Source: an optimization exercise on an open RTL-to-GDS flow (aim: small area, a short achievable clock period and few clock cycles per item). Production flows keep margins and buffers that such runs may drop.
RTL that was checked went through simulation tests only; none was proved equivalent to the original.
Function not checked in runs 1 to 4: the RTL went through the layout flow alone.
Power figures rest on the tool's default switching activity, not on a simulated workload.

==> design/flow/design.v <==
package tbs_pkg;
  localparam int unsigned ID_W    = 32;
  localparam int unsigned TOKEN_W = 16;
  localparam int unsigned EVENT_W = 3;
  localparam int unsigned LEVEL_W = 5;
  localparam int unsigned ENTRY_W = ID_W + TOKEN_W;
  localparam logic [TOKEN_W-1:0] BUCKET_RESET = 16'd10;
  localparam logic REQ_TICK   = 1'b0;
  localparam logic REQ_PACKET = 1'b1;
  typedef enum logic [EVENT_W-1:0] {
    EV_TOKEN_ADDED   = 3'd0,
    EV_TOKEN_DROPPED = 3'd1,
    EV_TOO_BIG       = 3'd2,
    EV_QUEUED        = 3'd3,
    EV_QUEUE_FULL    = 3'd4,
    EV_PASSED        = 3'd5
  } event_t;
  typedef enum logic [1:0] {
    ST_IDLE = 2'b01,
    ST_EXEC = 2'b10
  } state_t;
endpackage
module tbs_ram #(
  parameter int unsigned WIDTH = 48,
  parameter int unsigned DEPTH = 16
) (
  input  logic                     clk,
  input  logic                     we,
  input  logic [$clog2(DEPTH)-1:0] waddr,
  input  logic [WIDTH-1:0]         wdata,
  input  logic [$clog2(DEPTH)-1:0] raddr,
  output logic [WIDTH-1:0]         rdata
);
  logic [WIDTH-1:0] mem [DEPTH];
  always_ff @(posedge clk) begin
    if (we) begin
      mem[waddr] <= wdata;
    end
    rdata <= mem[raddr];
  end
endmodule
module token_bucket_shaper #(
  parameter int unsigned QUEUE_DEPTH = 16
) (
  input  logic                         clk,
  input  logic                         rst,
  input  logic                         cfg_wen,
  input  logic [tbs_pkg::TOKEN_W-1:0]  cfg_wdata,    
  input  logic                         s_tvalid,
  output logic                         s_tready,
  input  logic [47:0]                  s_tdata,      
  input  logic                         s_tuser,      
  output logic                         m_tvalid,
  input  logic                         m_tready,
  output logic [55:0]                  m_tdata,      
  output logic [3:0]                   m_tuser       
);
  localparam int unsigned IW = tbs_pkg::ID_W;
  localparam int unsigned TW = tbs_pkg::TOKEN_W;
  localparam int unsigned PW = $clog2(QUEUE_DEPTH);
  localparam int unsigned CW = $clog2(QUEUE_DEPTH + 1);
  logic               sk_v;
  logic               sk_kind;
  logic [IW-1:0]      sk_id;
  logic [TW-1:0]      sk_need;
  logic               in_v;
  logic               in_kind;
  logic [IW-1:0]      in_id;
  logic [TW-1:0]      in_need;
  logic               out_v;
  tbs_pkg::event_t    out_ev;
  logic               out_rel;
  logic [IW-1:0]      out_rid;
  logic [TW-1:0]      bucket_size;
  logic [TW-1:0]      tokens;
  logic [CW-1:0]      count;
  logic [PW-1:0]      head;
  logic [PW-1:0]      head1;
  logic [PW-1:0]      tail;
  logic [TW-1:0]      head_need;
  logic [TW-1:0]      head_need_m1;    
  logic               head_need_z;     
  logic [IW-1:0]      mem_id   [QUEUE_DEPTH];
  logic [TW-1:0]      mem_need [QUEUE_DEPTH];
  logic               accept;
  logic               fire;
  logic               in_load;
  logic               q_empty;
  logic               q_full;
  logic               lt;
  logic               tick_rel;
  logic               big;
  logic               pass;
  logic               push;
  logic               pop;
  logic [TW-1:0]      tokens_next;
  tbs_pkg::event_t    ev_next;
  logic               rel_next;
  logic [IW-1:0]      rid_next;
  assign s_tready = !sk_v;
  assign accept   = s_tvalid && !sk_v;
  assign fire     = in_v && (!out_v || m_tready);
  assign in_load  = !in_v || fire;
  assign q_empty  = (count == '0);
  assign q_full   = count[CW-1];
  logic [TW:0]        dif_h;     
  logic [TW:0]        dif_h1;    
  logic [TW:0]        dif_n;     
  logic [TW-1:0]      tok_p1;
  logic               ge_h;
  logic               ge_h1;
  logic               ge_n;
  logic               is_tick;
  assign dif_h   = {1'b0, tokens} - {1'b0, head_need};
  assign dif_h1  = {1'b0, tokens} - {1'b0, head_need_m1};
  assign dif_n   = {1'b0, tokens} - {1'b0, in_need};
  assign tok_p1  = tokens + 1'b1;
  assign ge_h    = !dif_h[TW];
  assign ge_h1   = !dif_h1[TW] || head_need_z;
  assign ge_n    = !dif_n[TW];
  assign is_tick = (in_kind == tbs_pkg::REQ_TICK);
  assign lt       = tokens < bucket_size;
  assign tick_rel = !q_empty && (lt ? ge_h1 : ge_h);
  assign big      = in_need > bucket_size;
  assign pass     = !big && q_empty && ge_n;
  always_comb begin
    ev_next     = tbs_pkg::EV_TOKEN_ADDED;
    rel_next    = 1'b0;
    rid_next    = '0;
    push        = 1'b0;
    pop         = 1'b0;
    if (is_tick) begin
      ev_next     = lt ? tbs_pkg::EV_TOKEN_ADDED : tbs_pkg::EV_TOKEN_DROPPED;
      rel_next    = tick_rel;
      rid_next    = tick_rel ? mem_id[head] : '0;
      pop         = tick_rel;
    end else begin
      if (big) begin
        ev_next = tbs_pkg::EV_TOO_BIG;
      end else if (pass) begin
        ev_next     = tbs_pkg::EV_PASSED;
        rel_next    = 1'b1;
        rid_next    = in_id;
      end else if (q_full) begin
        ev_next = tbs_pkg::EV_QUEUE_FULL;
      end else begin
        ev_next = tbs_pkg::EV_QUEUED;
        push    = 1'b1;
      end
    end
  end
  always_comb begin
    if (is_tick) begin
      if (lt) tokens_next = tick_rel ? dif_h1[TW-1:0] : tok_p1;
      else    tokens_next = tick_rel ? dif_h[TW-1:0]  : tokens;
    end else begin
      tokens_next = pass ? dif_n[TW-1:0] : tokens;
    end
  end
  logic [TW-1:0] next_need;
  assign next_need = mem_need[head1];
  always_ff @(posedge clk) begin
    if (rst) begin
      sk_v        <= 1'b0;
      in_v        <= 1'b0;
      out_v       <= 1'b0;
      bucket_size <= tbs_pkg::BUCKET_RESET;
      tokens      <= '0;
      count       <= '0;
      head        <= '0;
      head1       <= PW'(1);
      tail        <= '0;
    end else begin
      if (cfg_wen) begin
        bucket_size <= cfg_wdata;
      end
      if (sk_v) begin
        if (in_load) sk_v <= 1'b0;
      end else begin
        if (accept && !in_load) sk_v <= 1'b1;
      end
      if (in_load) begin
        in_v <= sk_v || accept;
      end
      if (fire) begin
        out_v <= 1'b1;
      end else if (m_tready) begin
        out_v <= 1'b0;
      end
      if (fire) begin
        tokens <= tokens_next;
        if (push) begin
          count <= count + 1'b1;
          tail  <= tail + 1'b1;
        end
        if (pop) begin
          count <= count - 1'b1;
          head  <= head1;
          head1 <= head1 + 1'b1;
        end
      end
    end
  end
  always_ff @(posedge clk) begin
    if (!sk_v) begin
      sk_kind <= s_tuser;
      sk_id   <= s_tdata[IW-1:0];
      sk_need <= s_tdata[tbs_pkg::ENTRY_W-1:IW];
    end
    if (in_load) begin
      if (sk_v) begin
        in_kind <= sk_kind;
        in_id   <= sk_id;
        in_need <= sk_need;
      end else begin
        in_kind <= s_tuser;
        in_id   <= s_tdata[IW-1:0];
        in_need <= s_tdata[tbs_pkg::ENTRY_W-1:IW];
      end
    end
    if (fire) begin
      out_ev  <= ev_next;
      out_rel <= rel_next;
      out_rid <= rid_next;
      if (pop) begin
        head_need    <= next_need;
        head_need_m1 <= next_need - 1'b1;
        head_need_z  <= (next_need == '0);
      end else if (push && q_empty) begin
        head_need    <= in_need;
        head_need_m1 <= in_need - 1'b1;
        head_need_z  <= (in_need == '0);
      end
    end
    if (!q_full) begin
      mem_id[tail]   <= in_id;
      mem_need[tail] <= in_need;
    end
  end
  assign m_tvalid = out_v;
  assign m_tdata  = {3'b000, count, tokens, out_rid};
  assign m_tuser  = {out_rel, out_ev};
endmodule
==> design/flow/run.sh <==
#!/bin/bash
# synth_recipe.tcl (not shown) runs the flow's synth.tcl, then flattens the netlist and writes it again
# the make line also repeats each setting of config.mk as NAME=value (left out here)
make -C /OpenROAD-flow-scripts/flow DESIGN_CONFIG=/design/flow/config.mk WORK_HOME=/design/flow/orfs CLKGATE_MAP_FILE= SYNTH_SCRIPT=/design/flow/synth_recipe.tcl finish
==> design/flow/config.mk <==
export PLATFORM = sky130hd
export DESIGN_NAME = token_bucket_shaper
export DESIGN_NICKNAME = token_bucket_shaper
export VERILOG_FILES = /design/flow/design.v
export SDC_FILE = /design/flow/constraint.sdc
export NUM_CORES = 4
export LEC_CHECK = 0
export CAP_MARGIN = 20
export CORE_MARGIN = 2
export CORE_UTILIZATION = 40
export SETUP_SLACK_MARGIN = 3.5
export SLEW_MARGIN = 20
==> design/flow/constraint.sdc <==
create_clock -name core_clock -period 5.5 [get_ports {clk}]
set_input_delay 1.1000 -clock core_clock [delete_from_list [all_inputs] [get_ports {clk}]]
set_output_delay 1.1000 -clock core_clock [all_outputs]
set_load 0.01 [all_outputs]
==> results of run 1 <==
==> layer usage <==
metal  vias up  GRT usage
met1     12382      0.307
met2      1005      0.348
met5         -          0
met3       187     0.0377
met4         0     0.0616
li1       9896          -
==> cell usage in the layout, fill, tap and decap left out, drive strengths merged, types with 24 or more instances in the layout <==
cell type,synthesis,routed
xor2,24,24
ha,89,89
o21ai,59,59
buf,43,320
clkinv,0,42
dfxtp,109,109
mux2,53,54
clkbuf,52,149
clkdlybuf4s50,0,68
a22o,32,32
mux4,235,235
nand2,70,70
and2,19,26
xnor2,45,45
a21oi,61,61
edfxtp,886,886
nor2,84,84
nor3,24,24
inv,89,89
mux2i,34,34
==> logic make-up (layout without fill, tap and decap cells) <==
group	after synthesis	in the layout	share of synthesized area
XOR/XNOR	69	69	0.0147
buffers and inverters	184	681	0.0197
adder cells (fa/ha/maj)	93	93	0.0291
multiplexers	322	323	0.154
AND/OR/NAND/NOR	296	305	0.0353
AO/OA/AOI/OAI	272	273	0.0458
other	1	4	0.0000914
flip-flops	995	995	0.701
==> timing repair <==
action | 4_1_cts | 5_1_grt
pin swaps | 49 | 46
endpoints found under the setup margin | 985 | 293
setup buffers | 170 | 45
cloned | 22 | 7
resized for setup | 482 | 115
==> area by class of cell <==
class	instances	share of cell area
well taps	1368	0.0333
clock inverters	47	0.00943
repair inverters	3	0.000804
flip-flops and latches	995	0.562
clock buffers	143	0.0547
inverters	89	0.00718
repair buffers	399	0.0838
multi-input cells	1066	0.248
diodes	1	0.0000487
==> worst paths after layout <==
| check | from | end | slack, ns |
|---|---|---|---|
| setup / recovery | head_need[0] | head_need_m1[13] | 2.02 |
| hold / removal | sk_need[13] | sk_need[13] | 0.47 |
| setup reg to reg | head_need[0] | head_need_m1[13] | 2.02 |
| hold reg to reg | sk_need[13] | sk_need[13] | 0.47 |
==> critical path, stage by stage, from the launching register on <==
cell       delay (ns)
edfxtp_1         0.43
ha_4             0.19
fa_2             0.37
nor2b_4          0.17
o31ai_4          0.07
a21oi_2          0.24
nand3_1          0.11
a21o_2           0.23
a2bb2oi_4        0.21
buf_6            0.14
buf_12           0.14
o32ai_4          0.33
nand4_1          0.29
xnor2_2          0.25
==> flip-flops by register name, summed over array words and instances (netlist names), 5 cells and up, named ones only <==
| register | cells |
|---|---|
| sk_need | 16 |
| out_rid | 32 |
| in_need | 16 |
| mem_need | 256 |
| head_need_m1 | 16 |
| sk_id | 32 |
| bucket_size | 16 |
| in_id | 32 |
| count | 5 |
| mem_id | 512 |
| tokens | 16 |
| head_need | 16 |
==> through the flow <==
stage / area [µm²] / std cells / util
detailed placement: 44500 / 3676 / 0.438
global route: 51400 / 4110 / 0.505
global placement: 44500 / 3675 / 0.437
finish: 51400 / 4111 / 0.505
floorplan: 41800 / 2234 / -
CTS: 50500 / 4058 / 0.496
==> power by group <==
part / total [mW] / internal, mW / switching (mW)
Sequential: 8.49 / 8.36 / 0.132
Combinational: 1.17 / 0.558 / 0.614
Clock: 6.77 / 3.86 / 2.91
Total: 16.4 / 12.8 / 3.66
==> flow_summary_export.csv, run 1 <==
group,metric,value,unit
hold_path,hold_depth,1,
synth,syn_avg_cell_area,18.4,µm²
die,coreArea,0.102,mm²
synth,synth_edf_count,886,
grt,grt_max_degree,108,
critical_path,worstPathArrival,3.86,ns
pwr,powerDensity,320,mW/mm²
pwr,vdd_drop_max,0.282,mV
final_layout,final_nets,2818,
detailed_routing,viasPerCell,5.71,
critical_path,startpoint_type,"register",
grt,grt_pass1_vias,23855,
synth,yosysMostFrequentCell,"edfxtp_1",
sta,hold_viol,0,
sta,fin_crit_sh,0.633,
cts,htreeDepth,3,
synth,async_flop_share,0,
critical_path,critical_path_class,"reg -> reg",
die,dieArea,0.105,mm²
synth,synth_commonest_cells,"886 x edfxtp_1, 210 x mux4_2, 109 x dfxtp_1, 89 x ha_1, 88 x inv_1",
die,die_y,324,µm
sta,fin_ws,2.02,ns
detailed_routing,ant_nets,0,
sta,timing.final.crit_period,3.48,ns
sta,finalSetupTns,0,ns
grt,grtUsageTotal,0.218,
synth,synth.area.top_cells,"edfxtp_1 65%, mux4_2 12%, dfxtp_1 5.3%",
cts,clock_latency,0.70,ns
final_layout,area.sequential,0.0289,mm²
detailed_routing,top_layer,"met4",
cts,cts_sinks,995,
sta,slew_violations,0,
sta,slew_headroom,0.312,
synth,yosysUniqueCellTypes,74,
detailed_routing,drcViolationCount,0,
critical_path,cp-end-kind,"register",
cts,cts_buffers,101,
pwr,power,16.4,mW
critical_path,crit_required,5.88,ns
synth,netlist_instances,2232,
placed_design,dp_hpwl,58.3,mm
sta,hold_ws,0.470,ns
hold_path,hold_class,"reg -> reg",
die,initial_core_util,0.403,
placed_design,place.gp.congestion,0.929,
flow_run,max_cap_viol_count,0,
final_layout,area_growth,25.1,%
placed_design,post-place-ws,1.04,ns
grt,grt_remaining_overflow,0,
sta,setup_viol,0,
final_layout,drive_above_1_share,0.354,
synth,synth-seq-cells,995,
placed_design,portBuffers,128,
grt,antenna_found_initial,4,
detailed_routing,num_vias,23470,
synth,yosys_most_used_dff,"edfxtp_1",
detailed_routing,wl_per_cell,28.6,µm
cts,clk_pin_slew,0.06,ns
die,num_rows,117,
detailed_routing,initialDrtViolationCount,2565,
die,ios,132,
sta,finClkSkew,0.0473,ns
pwr,leakagePower,17.6,nW
outcome,status,"complete, no violations",
detailed_routing,wl_met3,8.70,mm
die,die_x,324,µm
grt,grt_pass1_wl,167,mm
detailed_routing,wirelength,117,mm
final_layout,fill_cells,8120,
final_layout,multi_input_area,0.0128,mm²
cts,cts_hold_buf,0,
synth,netlist_area,0.0410,mm²
critical_path,r2r_cells,13,
cts,cts_tree,"yes",
detailed_routing,met1_length,49.5,mm
synth,synth.largest_area_cell,"edfxtp_1",
critical_path,crit_fanout,9,
detailed_routing,wl_met2,56.0,mm
cts,clock-root-buffer,"clkbuf_16",
synth,synth_warnings,1,
sta,worst_pin_slew,1.03,ns
sta,fmax,287,MHz
synth,synth-seq-area-share,0.701,
synth,synth.top_cell.area_share,0.648,
detailed_routing,first_pass_iters,5,
cts,clockBufferDepth,3,
sta,rsz0062_at_grt,"true",
==> inputs of run 2 (changes only) <==
--- a/design/flow/config.mk
+++ b/design/flow/config.mk
@@ -8,5 +8,5 @@
 export CAP_MARGIN = 20
 export CORE_MARGIN = 2
-export CORE_UTILIZATION = 40
+export CORE_UTILIZATION = 60
 export SETUP_SLACK_MARGIN = 3.5
 export SLEW_MARGIN = 20
==> run 2 against run 1 <==
Still clean; first-iteration DRC count rose by 4.6%; worst hold slack worse by 0.0013 ns; power rose by 0.72%; synthesized area is the same; sequential share of layout area fell by 0.092 points; die area fell by 33%; routed wire length is 4.6% lower; core utilization rose by 26 points; largest cell class unchanged; largest power group unchanged; highest routed layer unchanged.
==> flow_summary_export.csv, run 2 <==
group,metric,value,unit
die,num_rows,95,
final_layout,final_common_cell,"edfxtp_1",
sta,fin_crit_sh,0.609,
synth,synth-seq-cells,995,
synth,synth-seq-area-share,0.701,
synth,yosys_most_used_dff,"edfxtp_1",
grt,grt_pass1_wl,159,mm
pwr,combPwrFrac,0.073,
final_layout,layout.cells.non_filler,3650,
critical_path,r2r_setup_slack,2.15,ns
cts,clock_latency,0.66,ns
final_layout,final_area,0.0515,mm²
pwr,clockPowerShare,0.415,
die,initial_core_util,0.609,
flow_run,max_cap_viol_count,0,
detailed_routing,wl_per_cell,30.7,µm
synth,synth.largest_area_cell,"edfxtp_1",
final_layout,drive_above_1_share,0.369,
synth,yosysUniqueCellTypes,74,
die,die_x,266,µm
final_layout,regMostFlops,"mem_id",
grt,grtUsageTotal,0.314,
die,coreArea,0.0674,mm²
pwr,netSwitchingFraction,0.216,
outcome,status,"complete, no violations",
pwr,powerDensity,322,mW/mm²
final_layout,n_antenna_cell,0,
placed_design,place_inst,3186,
synth,synth_edf_count,886,
sta,worst_pin_slew,1.01,ns
sta,fmax,298,MHz
die,die_y,266,µm
critical_path,startpoint_type,"register",
pwr,p_sw,3.58,mW
critical_path,worstPathArrival,3.73,ns
sta,setup_viol,0,
pwr,power.internal,13.0,mW
sta,timing.final.crit_period,3.35,ns
final_layout,reg.largest.list,"mem_id: 512 flops, mem_need: 256 flops",
placed_design,portBuffers,128,
grt,grt_max_degree,129,
synth,netlist_instances,2232,
sta,finClkSkew,0.0235,ns
pwr,seq_power_share,0.513,
final_layout,final_util,0.763,
sta,slew_violations,0,
cts,htreeDepth,3,
synth,synth_commonest_cells,"886 x edfxtp_1, 210 x mux4_2, 109 x dfxtp_1, 89 x ha_1, 88 x inv_1",
grt,antenna_found_initial,0,
critical_path,r2r_end,"head_need[11]",
grt,grt_remaining_overflow,0,
final_layout,area_growth,25.3,%
critical_path,r2r-start,"in_need[9]",
critical_path,r2r_cells,11,
sta,hold_viol,0,
placed_design,place.gp.congestion,0.950,
critical_path,crit_fanout,6,
final_layout,final_cell_mix,"886 x edfxtp_1, 211 x mux4_2, 167 x buf_4",
detailed_routing,num_vias,23762,
critical_path,startpoint,"in_need[9]",
final_layout,final_nets,2856,
synth,async_flop_share,0,
grt,grt_pass1_vias,23589,
critical_path,crit_required,5.88,ns
detailed_routing,ant_nets,0,
detailed_routing,first_pass_iters,5,
sta,hold_ws,0.469,ns
cts,clk_pin_slew,0.06,ns
hold_path,hold_class,"reg -> reg",
detailed_routing,viasPerCell,6.51,
synth,synth_warnings,1,
cts,cts_buffers,98,
die,dieArea,0.0705,mm²
final_layout,largest_reg_flops,512,
placed_design,dp_hpwl,54.8,mm
sta,slew_headroom,0.324,
placed_design,dpl-instance-area,0.0439,mm²
synth,yosysMostFrequentCell,"edfxtp_1",
critical_path,cp-endpoint,"head_need[11]",
pwr,leakagePower,17.9,nW
synth,syn_avg_cell_area,18.4,µm²
cts,clock-root-buffer,"clkbuf_16",
sta,finalSetupTns,0,ns
critical_path,critical_path_class,"reg -> reg",
pwr,vdd_drop_max,0.271,mV
synth,netlist_area,0.0410,mm²
detailed_routing,initialDrtViolationCount,2682,
detailed_routing,drcViolationCount,0,
sta,rsz0062_at_grt,"true",
cts,cts_tree,"yes",
die,ios,132,
cts,cts_sinks,995,
synth,synth.area.top_cells,"edfxtp_1 65%, mux4_2 12%, dfxtp_1 5.3%",
cts,cts_hold_buf,0,
critical_path,cp-end-kind,"register",
detailed_routing,wirelength,112,mm
cts,clockBufferDepth,3,
synth,synth.top_cell.area_share,0.648,
## run 2: changes by cell type in the layout (fill, tap and decap cells not counted), moves of 8 or more
| cell | before | now |
|---|---|---|
| buf_6 | 77 | 90 |
| buf_12 | 27 | 36 |
| buf_4 | 151 | 167 |
| clkinv_1 | 19 | 7 |
| o21ai_0 | 32 | 24 |
| ha_1 | 57 | 66 |
## run 2: what timing repair did
item	4_1_cts	5_1_grt
buffers inserted	182	65
pin swaps	72	59
setup endpoints to repair	905	369
gates resized for setup	507	134
gates cloned	23	10
## run 2: final cells by class
type	count	area, µm²
Fill cell	3814	15900
Clock buffer	142	2730
Timing Repair Buffer	439	4780
Inverter	89	363
Clock inverter	42	604
Multi-Input combinational cell	1065	12900
Sequential cell	995	28900
Tap cell	873	1090
Timing Repair inverter	5	75.1
## run 2: cell families (layout without fill, tap and decap cells)
kind of cell / Yosys count / after routing / synth area share
other: 1 / 3 / 0.0000914
DFF: 995 / 995 / 0.701
AOI/OAI and AO/OA: 272 / 274 / 0.0458
xor gates and xnor gates: 69 / 69 / 0.0147
buffers and inverters: 184 / 717 / 0.0197
muxes: 322 / 322 / 0.154
and+or+nand+nor: 296 / 304 / 0.0353
adders and majority gates: 93 / 93 / 0.0291
## run 2: power by group through the flow
stage	logic [mW]	registers (mW)	clock network [mW]
final	1.20	8.49	6.87
after global routing	1.28	8.50	7.25
after CTS	1.07	8.49	6.94
after detailed placement	0.837	8.68	0
after global placement	0.824	8.67	0
after floorplan	0.546	8.63	0
## run 2: how the worst min path moves through the flow
stage | start | endpoint | slack (ns) | cells after the start
3_5_place_dp | sk_kind | sk_kind | 0.46 | 1
4_1_cts | sk_id[4] | sk_id[4] | 0.47 | 1
5_1_grt | sk_id[2] | sk_id[2] | 0.49 | 1
3_3_place_gp | sk_id[19] | sk_id[19] | 0.45 | 1
2_1_floorplan | sk_kind | sk_kind | 0.45 | 1
6_report | sk_id[4] | sk_id[4] | 0.47 | 1
## run 2: through the flow
step	setup slack [ns]	power [mW]
3_3_place_gp	1.35	9.49
6_report	2.15	16.6
4_1_cts	2.21	16.5
5_1_grt	2.07	17.0
3_5_place_dp	1.23	9.52
2_1_floorplan	1.95	9.18
## run 2: routing by layer
layer / global-route usage / vias up / wire [µm]
met5: 0 / - / 0
met4: 0.0956 / 0 / 3390
met3: 0.0493 / 202 / 10100
met2: 0.508 / 1198 / 54300
met1: 0.448 / 12407 / 44200
li1: - / 9955 / -
## run 2: critical path, stage by stage (launching register included)
cell	delay (ns)
edfxtp_1	0.43
ha_1	0.35
a21o_1	0.16
a21o_1	0.17
a221o_1	0.31
a221o_1	0.38
o22ai_4	0.19
or4b_4	0.52
buf_6	0.14
o22ai_4	0.15
buf_6	0.16
buf_16	0.12
==> inputs of run 3 (changes only) <==
--- a/design/flow/design.v
+++ b/design/flow/design.v
@@ -64,8 +64,10 @@
   logic [IW-1:0]      sk_id;
   logic [TW-1:0]      sk_need;
+  logic               sk_big;
   logic               in_v;
   logic               in_kind;
   logic [IW-1:0]      in_id;
   logic [TW-1:0]      in_need;
+  logic               in_big;      
   logic               out_v;
   tbs_pkg::event_t    out_ev;
@@ -122,5 +124,7 @@
   assign lt       = tokens < bucket_size;
   assign tick_rel = !q_empty && (lt ? ge_h1 : ge_h);
-  assign big      = in_need > bucket_size;
+  logic s_big;
+  assign s_big    = s_tdata[tbs_pkg::ENTRY_W-1:IW] > bucket_size;
+  assign big      = in_big;
   assign pass     = !big && q_empty && ge_n;
   always_comb begin
@@ -133,5 +137,5 @@
       ev_next     = lt ? tbs_pkg::EV_TOKEN_ADDED : tbs_pkg::EV_TOKEN_DROPPED;
       rel_next    = tick_rel;
-      rid_next    = tick_rel ? mem_id[head] : '0;
+      rid_next    = tick_rel ? head_id : '0;
       pop         = tick_rel;
     end else begin
@@ -159,5 +163,13 @@
   end
   logic [TW-1:0] next_need;
-  assign next_need = mem_need[head1];
+  logic [IW-1:0] head_id;
+  always_comb begin
+    next_need = '0;
+    head_id   = '0;
+    for (int i = 0; i < QUEUE_DEPTH; i++) begin
+      next_need = next_need | (mem_need[i] & {TW{head1 == PW'(i)}});
+      head_id   = head_id   | (mem_id[i]   & {IW{head  == PW'(i)}});
+    end
+  end
   always_ff @(posedge clk) begin
     if (rst) begin
@@ -207,4 +219,5 @@
       sk_id   <= s_tdata[IW-1:0];
       sk_need <= s_tdata[tbs_pkg::ENTRY_W-1:IW];
+      sk_big  <= s_big;
     end
     if (in_load) begin
@@ -213,8 +226,10 @@
         in_id   <= sk_id;
         in_need <= sk_need;
+        in_big  <= sk_big;
       end else begin
         in_kind <= s_tuser;
         in_id   <= s_tdata[IW-1:0];
         in_need <= s_tdata[tbs_pkg::ENTRY_W-1:IW];
+        in_big  <= s_big;
       end
     end
@@ -227,5 +242,5 @@
         head_need_m1 <= next_need - 1'b1;
         head_need_z  <= (next_need == '0);
-      end else if (push && q_empty) begin
+      end else if (q_empty) begin
         head_need    <= in_need;
         head_need_m1 <= in_need - 1'b1;
==> run 3 against run 2 <==
Via count increased by 13%; die area is 2.8% lower; critical path type unchanged; largest power group unchanged; non-clock buffer count is 24 lower; register-to-register slack got worse by 0.24 ns; first-iteration DRC count is 38% higher; worst hold slack worse by 0.0047 ns; still clean on timing, DRC and antenna; critical endpoint is now head_need_m1[11].
==> flow_summary_export.csv, run 3 <==
group,metric,value,unit
synth,synth.area.top_cells,"edfxtp_1 67%, dfxtp_1 5.1%, a22o_1 3.7%",
grt,grt_pass1_vias,25441,
final_layout,final_nets,3132,
pwr,powerDensity,336,mW/mm²
die,num_rows,94,
critical_path,cp-end-kind,"register",
hold_path,hold_start,"sk_big",
die,ios,132,
cts,clock_latency,0.66,ns
sta,rsz0062_at_grt,"true",
synth,netlist_instances,2566,
detailed_routing,first_pass_iters,6,
synth,syn_avg_cell_area,15.5,µm²
final_layout,layout.cells.non_filler,3914,
final_layout,regMostFlops,"mem_id",
final_layout,final_common_cell,"edfxtp_1",
synth,synth-seq-cells,989,
grt,grt_pass1_wl,173,mm
placed_design,post-place-ws,1.25,ns
sta,hold_viol,0,
sta,finClkSkew,0.0322,ns
final_layout,reg.largest.list,"mem_id: 512 flops, mem_need: 256 flops",
die,initial_core_util,0.606,
final_layout,drive_above_1_share,0.259,
grt,grt_max_degree,48,
detailed_routing,viasPerCell,6.83,
placed_design,place_inst,3483,
critical_path,crit_fanout,8,
sta,fin_ws,1.90,ns
pwr,leakagePower,17.3,nW
final_layout,final_util,0.749,
synth,async_flop_share,0,
synth,yosysUniqueCellTypes,76,
final_layout,area_growth,23.6,%
placed_design,dp_hpwl,60.9,mm
critical_path,worstPathArrival,3.99,ns
synth,synth-seq-area-share,0.719,
detailed_routing,initialDrtViolationCount,3705,
synth,synth_commonest_cells,"887 x edfxtp_1, 168 x a22o_1, 138 x a221oi_1, 107 x nor2_1, 102 x dfxtp_1",
critical_path,r2r_setup_slack,1.90,ns
cts,clk_pin_slew,0.07,ns
pwr,vdd_drop_max,0.339,mV
sta,setup_viol,0,
synth,yosys_most_used_dff,"edfxtp_1",
cts,clockBufferDepth,3,
cts,cts_buffers,97,
cts,cts_tree,"yes",
synth,synth.largest_area_cell,"edfxtp_1",
cts,htreeDepth,3,
final_layout,fill_cells,3930,
die,die_x,262,µm
synth,synth_edf_count,887,
flow_run,max_cap_viol_count,0,
critical_path,startpoint,"head_need_m1[2]",
sta,finalSetupTns,0,ns
grt,antenna_found_initial,2,
sta,slew_headroom,0.320,
detailed_routing,ant_nets,0,
detailed_routing,num_vias,26748,
sta,timing.final.crit_period,3.60,ns
sta,fmax,278,MHz
critical_path,critical_path_class,"reg -> reg",
outcome,status,"complete, no violations",
sta,fin_crit_sh,0.654,
hold_path,hold_class,"reg -> reg",
grt,grt_remaining_overflow,0,
synth,synth_warnings,1,
cts,cts_hold_buf,0,
die,die_y,262,µm
synth,synth.top_cell.area_share,0.668,
final_layout,multi_input_area,0.0116,mm²
synth,yosysMostFrequentCell,"edfxtp_1",
placed_design,portBuffers,128,
final_layout,final_cell_mix,"887 x edfxtp_1, 182 x buf_4, 168 x a22o_1",
grt,grtUsageTotal,0.356,
cts,cts_sinks,989,
die,coreArea,0.0657,mm²
detailed_routing,wirelength,125,mm
placed_design,place.gp.congestion,0.955,
final_layout,largest_reg_flops,512,
detailed_routing,drcViolationCount,0,
sta,worst_pin_slew,1.02,ns
sta,slew_violations,0,
die,dieArea,0.0685,mm²
cts,clock-root-buffer,"clkbuf_16",
synth,netlist_area,0.0399,mm²
critical_path,r2r-start,"head_need_m1[2]",
critical_path,crit_required,5.90,ns
detailed_routing,wl_per_cell,31.8,µm
final_layout,area.sequential,0.0288,mm²
critical_path,startpoint_type,"register",
run 3: changes by cell type after synthesis, sizes merged, moves of 18 or more:
cell and delta:
a222oi +26, a221oi +131, mux4 -230, nor2 +23
a22o +136, nand2 +24, nand3 +18, a22oi +33
nand4 +36, clkbuf +41
run 3: per-layer routing:
layer | global-route usage | vias up | routed length [µm]
li1 | - | 11176 | -
met1 | 0.498 | 13497 | 47400
met2 | 0.563 | 1770 | 58500
met3 | 0.0754 | 301 | 14000
met4 | 0.117 | 4 | 4560
met5 | 0 | - | 23
run 3: final cells by class:
| cell class | count | share of cell area |
|---|---|---|
| repair inverters | 2 | 0.000457 |
| inverters | 86 | 0.00714 |
| multi-input cells | 1375 | 0.236 |
| clock inverters | 42 | 0.00958 |
| repair buffers | 415 | 0.0845 |
| well taps | 864 | 0.0219 |
| diodes | 2 | 0.000102 |
| flip-flops and latches | 989 | 0.584 |
| clock buffers | 139 | 0.0560 |
run 3: cells by family (layout without fill, tap and decap cells):
| group | Yosys count | after routing | synth area share |
|---|---|---|---|
| multiplexers | 97 | 97 | 0.0276 |
| adder cells (fa/ha/maj) | 96 | 96 | 0.0309 |
| AND/OR/NAND/NOR | 427 | 442 | 0.0544 |
| flip-flops | 989 | 989 | 0.719 |
| AO/OA/AOI/OAI | 666 | 666 | 0.130 |
| other | 1 | 5 | 0.0000941 |
| XOR/XNOR | 71 | 71 | 0.0156 |
| buffers and inverters | 219 | 684 | 0.0220 |
run 3: worst paths after layout:
check / end / depth (start not counted)
worst min register to register: sk_big / 2
worst max-delay path: head_need_m1[11] / 17
worst min-delay path: sk_big / 2
worst max register to register: head_need_m1[11] / 17
run 3: report_power, final:
group / leakage (nW) / switching (mW) / internal (mW)
Clock: 1.57 / 2.83 / 3.88
Sequential: 9.02 / 0.128 / 8.35
Combinational: 6.67 / 0.758 / 0.628
Total: 17.3 / 3.72 / 12.9
run 3: critical path, stage by stage, from the launching register on:
cell,delay (ns)
edfxtp_1,0.46
inv_2,0.11
ha_4,0.20
nor2b_2,0.15
o31a_1,0.30
o41a_1,0.37
a211oi_4,0.30
a21oi_4,0.11
nand3_4,0.16
clkinv_8,0.10
buf_6,0.13
buf_6,0.11
buf_12,0.12
buf_12,0.12
buf_16,0.14
mux2i_4,0.20
buf_6,0.15
xnor2_1,0.12
run 3: timing repair:
item / CTS / global route
buffers inserted: 155 / 66
pin swaps: 64 / 55
hold endpoints to repair: 0 / 0
endpoints found under the setup margin: 807 / 276
gates cloned: 21 / 6
resized for setup: 487 / 138
run 3: per-stage QoR:
stage	instance area, µm²	power [mW]	hold slack (ns)
floorplan	40300	9.25	0.418
global placement	42600	9.61	0.438
detailed placement	42600	9.64	0.438
CTS	48100	16.4	0.474
global route	49300	17.0	0.482
finish	49300	16.6	0.464
==> inputs of run 4 (changes only) <==
--- a/design/flow/config.mk
+++ b/design/flow/config.mk
@@ -9,4 +9,5 @@
 export CORE_MARGIN = 2
 export CORE_UTILIZATION = 60
+export CTS_BUF_LIST = sky130_fd_sc_hd__clkbuf_4 sky130_fd_sc_hd__clkbuf_8
 export SETUP_SLACK_MARGIN = 3.5
 export SLEW_MARGIN = 20
==> run 4 against run 3 <==
Non-clock buffer count is 1 lower; highest routed layer unchanged; global-route usage rose by 0.33 points; sequential share of layout area hardly changed; sequential cell count is the same; clock power is 4.2% lower; fmax shrank 2.6%.
==> flow_summary_export.csv, run 4 <==
group,metric,value,unit
outcome,status,"complete, no violations",
synth,yosys.area_share.xor_xnor,0.0156,
synth,synth_top_family_by_area,"compound AO/OA/AOI/OAI gates",
cts,clock-root-buffer,"clkbuf_8",
grt,grt_remaining_overflow,0,
detailed_routing,ant_nets,0,
pwr,leakagePower,17.4,nW
die,ios,132,
detailed_routing,num_vias,27023,
die,initial_core_util,0.606,
grt,grt_pass1_vias,26063,
critical_path,r2r_cells,18,
cts,cts_tree,"yes",
sta,setup_viol,0,
die,coreArea,0.0657,mm²
final_layout,drive_above_1_share,0.290,
cts,cts_buffers,156,
placed_design,post-place-ws,1.25,ns
detailed_routing,wirelength,124,mm
detailed_routing,first_pass_iters,7,
pwr,netSwitchingFraction,0.237,
sta,fmax,271,MHz
cts,clockBufferDepth,3,
detailed_routing,initialDrtViolationCount,3594,
pwr,power,16.3,mW
synth,netlist_instances,2566,
final_layout,final_cell_mix,"887 x edfxtp_1, 182 x buf_4, 168 x a22o_1",
pwr,powerDensity,331,mW/mm²
die,dieArea,0.0685,mm²
synth,yosys_most_used_dff,"edfxtp_1",
pwr,vdd_drop_max,0.292,mV
critical_path,crit_required,6.22,ns
final_layout,reg.largest.list,"mem_id: 512 flops, mem_need: 256 flops",
sta,slew_violations,0,
die,die_y,262,µm
synth,synth-seq-cells,989,
sta,fin_ws,1.81,ns
synth,synth-simple-area-share,0.0544,
grt,antenna_found_initial,6,
pwr,clockPowerShare,0.394,
die,num_rows,94,
final_layout,layout.cells.non_filler,4018,
final_layout,final_area,0.0492,mm²
final_layout,area_growth,23.5,%
placed_design,dpl-instance-area,0.0426,mm²
cts,cts_sinks,989,
cts,htreeDepth,4,
pwr,p_sw,3.86,mW
sta,finalSetupTns,0,ns
synth,async_flop_share,0,
grt,grt_pass1_wl,174,mm
synth,synth_warnings,1,
detailed_routing,drcViolationCount,0,
placed_design,place_inst,3483,
critical_path,cp-end-kind,"register",
final_layout,regMostFlops,"mem_id",
grt,grt_max_degree,48,
placed_design,portBuffers,128,
placed_design,dp_hpwl,60.9,mm
flow_run,max_cap_viol_count,0,
synth,synth.top_cell.area_share,0.668,
synth,yosys.area_share.adder,0.0309,
synth,synth_compound_area_frac,0.130,
synth,synth_edf_count,887,
sta,worst_pin_slew,1.04,ns
critical_path,worstPathArrival,4.42,ns
pwr,combPwrFrac,0.085,
hold_path,hold_class,"reg -> reg",
synth,netlist_area,0.0399,mm²
sta,fin_crit_sh,0.671,
synth,synth.largest_area_cell,"edfxtp_1",
die,die_x,262,µm
critical_path,startpoint_type,"register",
synth,synth-seq-area-share,0.719,
final_layout,final_nets,3188,
critical_path,critical_path_class,"reg -> reg",
final_layout,fill_cells,3978,
detailed_routing,viasPerCell,6.73,
cts,clock_latency,0.84,ns
synth,yosysUniqueCellTypes,76,
critical_path,crit_fanout,6,
synth,yosysMostFrequentCell,"edfxtp_1",
cts,cts_hold_buf,0,
final_layout,final_common_cell,"edfxtp_1",
cts,clk_pin_slew,0.07,ns
pwr,power.internal,12.4,mW
hold_path,hold_depth,2,
synth,synthMuxAreaShare,0.0276,
detailed_routing,wl_per_cell,30.7,µm
sta,finClkSkew,0.0492,ns
pwr,seq_power_share,0.521,
sta,hold_viol,0,
final_layout,largest_reg_flops,512,
grt,grtUsageTotal,0.359,
synth,synth.area.top_cells,"edfxtp_1 67%, dfxtp_1 5.1%, a22o_1 3.7%",
placed_design,place.gp.congestion,0.955,
synth,syn_avg_cell_area,15.5,µm²
sta,rsz0062_at_grt,"true",
synth,synth_commonest_cells,"887 x edfxtp_1, 168 x a22o_1, 138 x a221oi_1, 107 x nor2_1, 102 x dfxtp_1",
sta,slew_headroom,0.306,
sta,timing.final.crit_period,3.69,ns
## run 4: what timing repair did
action,4_1_cts,5_1_grt
resized for setup,507,115
pin swaps,102,53
setup buffers,159,62
endpoints found under the setup margin,788,259
cloned,23,1
## run 4: critical path, cell delays in order, from the launching register on
cell,delay [ns]
edfxtp_1,0.40
inv_2,0.09
ha_4,0.21
a21o_1,0.19
or3_4,0.33
o211ai_1,0.28
o211ai_1,0.20
buf_4,0.17
buf_6,0.10
buf_6,0.10
buf_6,0.10
buf_6,0.10
buf_6,0.10
a211oi_4,0.29
buf_6,0.16
o21ai_4,0.07
and3_4,0.27
mux2i_1,0.14
a311oi_1,0.30
## run 4: layout make-up
class / count / area (µm²) / share of cell area
well taps: 864 / 1080 / 0.0220
repair inverters: 2 / 22.5 / 0.000458
flip-flops and latches: 989 / 28800 / 0.584
clock inverters: 41 / 363 / 0.00737
inverters: 86 / 352 / 0.00714
repair buffers: 414 / 4170 / 0.0846
clock buffers: 246 / 2890 / 0.0587
multi-input cells: 1373 / 11600 / 0.235
diodes: 3 / 7.51 / 0.000153
## run 4: kinds of logic after synthesis
group           count (synthesis)
buf+inv                       219
xor+xnor                       71
other cells                     1
flops                         989
simple gates                  427
fa+ha+maj                      96
mux                            97
compound gates                666
## run 4: power groups by stage
stage,clock network (mW),logic [mW],registers [mW]
after global placement,0,0.941,8.67
after CTS,6.48,1.24,8.48
after floorplan,0,0.628,8.62
final,6.43,1.39,8.48
after detailed placement,0,0.952,8.68
after global routing,6.79,1.47,8.50
## run 4: stage by stage
stage	hold slack, ns	util
after floorplan	0.418	-
after global placement	0.438	0.647
after detailed placement	0.438	0.647
after CTS	0.446	0.734
after global routing	0.481	0.749
final	0.451	0.749
## run 4: layer usage
metal  part of all wire  GRT usage  vias to the layer above
met4              0.033      0.121                        2
met5            0.00011          0                        -
met2               0.47      0.562                     1804
met1               0.39      0.506                    13626
met3               0.12     0.0768                      284
li1                   -          -                    11307
## run 4: final timing paths
path	slack [ns]	to	from
worst max register to register	1.81	tokens[7]	head_need[7]
worst min-delay path	0.45	sk_big	sk_big
worst min register to register	0.45	sk_big	sk_big
worst max-delay path	1.81	tokens[7]	head_need[7]
==> inputs of run 5 (changes only) <==
--- a/design/flow/design.v
+++ b/design/flow/design.v
@@ -64,10 +64,8 @@
   logic [IW-1:0]      sk_id;
   logic [TW-1:0]      sk_need;
-  logic               sk_big;
   logic               in_v;
   logic               in_kind;
   logic [IW-1:0]      in_id;
   logic [TW-1:0]      in_need;
-  logic               in_big;      
   logic               out_v;
   tbs_pkg::event_t    out_ev;
@@ -81,6 +79,4 @@
   logic [PW-1:0]      tail;
   logic [TW-1:0]      head_need;
-  logic [TW-1:0]      head_need_m1;    
-  logic               head_need_z;     
   logic [IW-1:0]      mem_id   [QUEUE_DEPTH];
   logic [TW-1:0]      mem_need [QUEUE_DEPTH];
@@ -91,4 +87,5 @@
   logic               q_full;
   logic               lt;
+  logic [TW-1:0]      inc;
   logic               tick_rel;
   logic               big;
@@ -106,27 +103,11 @@
   assign q_empty  = (count == '0);
   assign q_full   = count[CW-1];
-  logic [TW:0]        dif_h;     
-  logic [TW:0]        dif_h1;    
-  logic [TW:0]        dif_n;     
-  logic [TW-1:0]      tok_p1;
-  logic               ge_h;
-  logic               ge_h1;
-  logic               ge_n;
-  logic               is_tick;
-  assign dif_h   = {1'b0, tokens} - {1'b0, head_need};
-  assign dif_h1  = {1'b0, tokens} - {1'b0, head_need_m1};
-  assign dif_n   = {1'b0, tokens} - {1'b0, in_need};
-  assign tok_p1  = tokens + 1'b1;
-  assign ge_h    = !dif_h[TW];
-  assign ge_h1   = !dif_h1[TW] || head_need_z;
-  assign ge_n    = !dif_n[TW];
-  assign is_tick = (in_kind == tbs_pkg::REQ_TICK);
   assign lt       = tokens < bucket_size;
-  assign tick_rel = !q_empty && (lt ? ge_h1 : ge_h);
-  logic s_big;
-  assign s_big    = s_tdata[tbs_pkg::ENTRY_W-1:IW] > bucket_size;
-  assign big      = in_big;
-  assign pass     = !big && q_empty && ge_n;
+  assign inc      = tokens + TW'(lt);
+  assign tick_rel = !q_empty && (inc >= head_need);
+  assign big      = in_need > bucket_size;
+  assign pass     = !big && q_empty && (tokens >= in_need);
   always_comb begin
+    tokens_next = tokens;
     ev_next     = tbs_pkg::EV_TOKEN_ADDED;
     rel_next    = 1'b0;
@@ -134,8 +115,9 @@
     push        = 1'b0;
     pop         = 1'b0;
-    if (is_tick) begin
+    if (in_kind == tbs_pkg::REQ_TICK) begin
       ev_next     = lt ? tbs_pkg::EV_TOKEN_ADDED : tbs_pkg::EV_TOKEN_DROPPED;
+      tokens_next = tick_rel ? inc - head_need : inc;
       rel_next    = tick_rel;
-      rid_next    = tick_rel ? head_id : '0;
+      rid_next    = tick_rel ? mem_id[head] : '0;
       pop         = tick_rel;
     end else begin
@@ -144,4 +126,5 @@
       end else if (pass) begin
         ev_next     = tbs_pkg::EV_PASSED;
+        tokens_next = tokens - in_need;
         rel_next    = 1'b1;
         rid_next    = in_id;
@@ -152,22 +135,4 @@
         push    = 1'b1;
       end
-    end
-  end
-  always_comb begin
-    if (is_tick) begin
-      if (lt) tokens_next = tick_rel ? dif_h1[TW-1:0] : tok_p1;
-      else    tokens_next = tick_rel ? dif_h[TW-1:0]  : tokens;
-    end else begin
-      tokens_next = pass ? dif_n[TW-1:0] : tokens;
-    end
-  end
-  logic [TW-1:0] next_need;
-  logic [IW-1:0] head_id;
-  always_comb begin
-    next_need = '0;
-    head_id   = '0;
-    for (int i = 0; i < QUEUE_DEPTH; i++) begin
-      next_need = next_need | (mem_need[i] & {TW{head1 == PW'(i)}});
-      head_id   = head_id   | (mem_id[i]   & {IW{head  == PW'(i)}});
     end
   end
@@ -219,5 +184,4 @@
       sk_id   <= s_tdata[IW-1:0];
       sk_need <= s_tdata[tbs_pkg::ENTRY_W-1:IW];
-      sk_big  <= s_big;
     end
     if (in_load) begin
@@ -226,10 +190,8 @@
         in_id   <= sk_id;
         in_need <= sk_need;
-        in_big  <= sk_big;
       end else begin
         in_kind <= s_tuser;
         in_id   <= s_tdata[IW-1:0];
         in_need <= s_tdata[tbs_pkg::ENTRY_W-1:IW];
-        in_big  <= s_big;
       end
     end
@@ -239,11 +201,7 @@
       out_rid <= rid_next;
       if (pop) begin
-        head_need    <= next_need;
-        head_need_m1 <= next_need - 1'b1;
-        head_need_z  <= (next_need == '0);
-      end else if (q_empty) begin
-        head_need    <= in_need;
-        head_need_m1 <= in_need - 1'b1;
-        head_need_z  <= (in_need == '0);
+        head_need <= mem_need[head1];
+      end else if (push && q_empty) begin
+        head_need <= in_need;
       end
     end
--- a/design/flow/config.mk
+++ b/design/flow/config.mk
@@ -8,6 +8,4 @@
 export CAP_MARGIN = 20
 export CORE_MARGIN = 2
-export CORE_UTILIZATION = 60
-export CTS_BUF_LIST = sky130_fd_sc_hd__clkbuf_4 sky130_fd_sc_hd__clkbuf_8
-export SETUP_SLACK_MARGIN = 3.5
+export CORE_UTILIZATION = 40
 export SLEW_MARGIN = 20
==> run 5 against run 4 <==
Now fails the layout checks on antenna violations; worst hold slack better by 0.019 ns; power is 2.7% lower; sequential share of layout area is 3.1 points higher.
==> flow_summary_export.csv, run 5 <==
group,metric,value,unit
outcome,status,"complete, but fails checks",
outcome,violations,"antenna violations",
critical_path,r2r_cells,24,
cts,clockBufferDepth,3,
cts,cts_tree,"yes",
die,dieArea,0.100,mm²
hold_path,worst_hold_path.endpoint,"sk_id[3]",
synth,synth.area.top_cells,"edfxtp_1 67%, mux4_2 14%, dfxtp_1 5.6%",
pwr,leakagePower,15.1,nW
hold_path,hold_depth,1,
synth,synth_edf_count,869,
final_layout,final_common_cell,"edfxtp_1",
critical_path,path_cells,"inv_2 > ha_4 > a21o_1 > a21o_1 > a211oi_2 > o21bai_1 > a211o_1 > a21oi_2 > ha_2 > and4_1 > nand4_1 > nor2_2 > xor2_2 > ha_4 > a21o_1 > a21o_1 > a2111oi_4 > a2bb2oi_2 > nand2_2 > xnor2_2 > ha_2 > or3_1 > a21oi_1 > mux2_1",
final_layout,reg.largest.list,"mem_id: 512 flops, mem_need: 256 flops",
synth,yosysMostFrequentCell,"edfxtp_1",
cts,clock-root-buffer,"clkbuf_16",
die,num_rows,114,
pwr,vdd_drop_max,0.212,mV
final_layout,area_growth,17.5,%
sta,fmax,190,MHz
detailed_routing,num_vias,20025,
final_layout,final_util,0.475,
sta,slew_violations,0,
final_layout,layout.cells.non_filler,3609,
cts,clk_pin_slew,0.06,ns
synth,async_flop_share,0,
placed_design,portBuffers,128,
final_layout,final_nets,2384,
placed_design,place.gp.congestion,0.849,
sta,slew_headroom,0.255,
critical_path,critical_path_class,"reg -> reg",
critical_path,slowest_stage,"or3_1",
die,coreArea,0.0969,mm²
grt,grt_remaining_overflow,0,
final_layout,final_cell_mix,"869 x edfxtp_1, 240 x mux4_2, 126 x clkdlybuf4s50_1",
sta,timing.final.crit_period,5.26,ns
critical_path,r2r_end,"count[2]",
cts,clock_latency,0.68,ns
hold_path,hold_start,"sk_id[3]",
die,die_y,317,µm
synth,netlist_area,0.0392,mm²
synth,synth-seq-area-share,0.722,
grt,grt_pass1_wl,137,mm
cts,cts_buffers,101,
grt,grt_max_degree,66,
critical_path,cp-end-kind,"register",
critical_path,startpoint_type,"register",
final_layout,drive_above_1_share,0.259,
sta,fin_crit_sh,0.956,
die,die_x,317,µm
cts,cts_sinks,978,
sta,hold_viol,0,
synth,synth-seq-cells,978,
detailed_routing,viasPerCell,5.55,
flow_run,max_cap_viol_count,0,
die,ios,132,
synth,yosysUniqueCellTypes,78,
pwr,netSwitchingFraction,0.207,
pwr,clockPowerShare,0.436,
pwr,powerDensity,345,mW/mm²
grt,antenna_found_initial,1,
hold_path,hold_class,"reg -> reg",
sta,finClkSkew,0.0475,ns
cts,htreeDepth,3,
placed_design,place_inst,3408,
detailed_routing,drcViolationCount,0,
pwr,p_sw,3.28,mW
sta,worst_pin_slew,1.12,ns
critical_path,r2r-start,"bucket_size[1]",
final_layout,regMostFlops,"mem_id",
synth,yosys_most_used_dff,"edfxtp_1",
placed_design,dp_hpwl,50.3,mm
die,initial_core_util,0.404,
critical_path,crit_family,"compound AO/OA/AOI/OAI gates",
synth,synth.largest_area_cell,"edfxtp_1",
grt,grtUsageTotal,0.188,
synth,netlist_instances,2018,
detailed_routing,ant_nets,1,
critical_path,crit_fanout,5,
pwr,power.internal,12.6,mW
synth,synth.top_cell.area_share,0.666,
synth,synth_warnings,1,
sta,finalSetupTns,0,ns
critical_path,crit_required,6.02,ns
detailed_routing,wirelength,93.3,mm
critical_path,crit_buf_inv,1,
synth,syn_avg_cell_area,19.4,µm²
detailed_routing,initialDrtViolationCount,1694,
sta,setup_viol,0,
final_layout,largest_reg_flops,512,
sta,hold_ws,0.469,ns
pwr,power,15.9,mW
detailed_routing,wl_per_cell,25.9,µm
detailed_routing,first_pass_iters,5,
grt,grt_pass1_vias,20585,
critical_path,cpMostUsedCell,"a21o_1",
critical_path,worstPathArrival,5.78,ns
critical_path,max_stage_delay,0.35,ns
synth,synth_commonest_cells,"869 x edfxtp_1, 240 x mux4_2, 109 x dfxtp_1, 76 x nor2_1, 72 x ha_1",
pwr,seq_power_share,0.526,
critical_path,r2r_setup_slack,0.24,ns
final_layout,fill_cells,7979,
pwr,combPwrFrac,0.037,
## run 5: changes by cell type in the layout (fill, tap and decap cells not counted), moves of 67 or more
cell	previous run	this run
mux4_2	5	240
clkbuf_8	167	6
a221oi_1	138	1
a22o_1	168	32
clkbuf_16	1	104
buf_4	182	80
clkbuf_4	79	2
clkdlybuf4s50_1	59	126
## run 5: cell families after synthesis
kind of cell             share of synthesized area
AO/OA/AOI/OAI                               0.0396
XOR/XNOR                                    0.0107
adder cells (fa/ha/maj)                     0.0240
buffers and inverters                       0.0176
flip-flops                                   0.722
multiplexers                                 0.159
other                                    0.0000958
AND/OR/NAND/NOR                             0.0271
## run 5: final cells by class
cell class | count | area, µm² | area share
diodes | 5 | 12.5 | 0.000272
clock buffers | 130 | 2770 | 0.0602
multi-input cells | 879 | 10400 | 0.227
clock inverters | 61 | 644 | 0.0140
inverters | 66 | 250 | 0.00544
repair buffers | 214 | 2000 | 0.0435
well taps | 1276 | 1600 | 0.0347
flip-flops and latches | 978 | 28300 | 0.615
## run 5: worst max-delay path by stage
stage / startpoint / to / slack (ns) / cells past startpoint
after floorplan: tokens[1] / count[4] / 0.02 / 27
after detailed placement: bucket_size[1] / count[2] / -0.20 / 24
after global placement: bucket_size[1] / count[2] / -0.07 / 24
final: bucket_size[1] / count[2] / 0.24 / 24
after CTS: bucket_size[1] / count[2] / 0.04 / 24
after global routing: bucket_size[1] / count[4] / -0.02 / 26
## run 5: per-layer routing
metal,GRT usage,vias up,part of all wire
li1,-,8639,-
met1,0.268,10638,0.44
met2,0.308,630,0.49
met3,0.0259,118,0.056
met4,0.0432,0,0.017
met5,0,-,0
## run 5: per-stage QoR
step,instance area [µm²],setup slack [ns]
global route,46000,-0.0157
global placement,42400,-0.0654
detailed placement,42400,-0.199
floorplan,39200,0.0244
CTS,45800,0.0430
finish,46000,0.241
## run 5: repair_timing
item                                    CTS  global route
pin swaps                                 4            26
buffers inserted                          0             3
endpoints found under the hold margin     0             0
endpoints found under the setup margin    2            29
hold buffers                              0             0
resized for setup                         4            18
## run 5: power by group through the flow
stage | Clock (mW) | Sequential, mW | Combinational, mW
2_1_floorplan | 0 | 8.46 | 0.336
3_5_place_dp | 0 | 8.50 | 0.582
6_report | 6.92 | 8.35 | 0.594
4_1_cts | 7.06 | 8.35 | 0.590
3_3_place_gp | 0 | 8.49 | 0.577
5_1_grt | 7.35 | 8.36 | 0.645
Testbench counts of run 5, summed over its fixed seeds: cycles 16,080, items 16,000.

-- re-timing with driven ports --
No port has a modelled driver above. Below, the same layouts with a new extraction and two added sets of constraints. Step 1 (the two cells are an assumption about what drives the block):
set clk [get_ports {clk}]
set_driving_cell -lib_cell sky130_fd_sc_hd__clkbuf_16 $clk
set_driving_cell -lib_cell sky130_fd_sc_hd__buf_2 [delete_from_list [all_inputs] $clk]
Step 2 times the ports against the registers' clock, not the clock port: input delays grow and output delays shrink by t, the midpoint of the rising clock arrivals with the driver on. a / b / c = ideal / step 1 / step 2; a / b = the first two.
run	shift t [ns]	setup slack, ns	worst hold slack (ns)	latest minus earliest clock arrival (ns)	pins driven straight from the clock port
run 1	0.741	2.021 / 2.021 / 2.021	0.470 / 0.470 / 0.470	0.049 / 0.048	1
run 2	0.718	2.148 / 2.148 / 2.055	0.469 / 0.469 / 0.469	0.027 / 0.027	1
run 3	0.713	1.905 / 1.905 / 1.905	0.464 / 0.464 / 0.464	0.032 / 0.032	1
run 4	0.877	1.808 / 1.808 / 1.808	0.451 / 0.451 / 0.451	0.049 / 0.049	1
run 5	0.716	0.241 / 0.241 / 0.241	0.469 / 0.469 / 0.469	0.048 / 0.048	1
For run 2, which loses most, drivers alone change the setup slack by 0.000 ns; drivers and shift together by -0.093 ns.
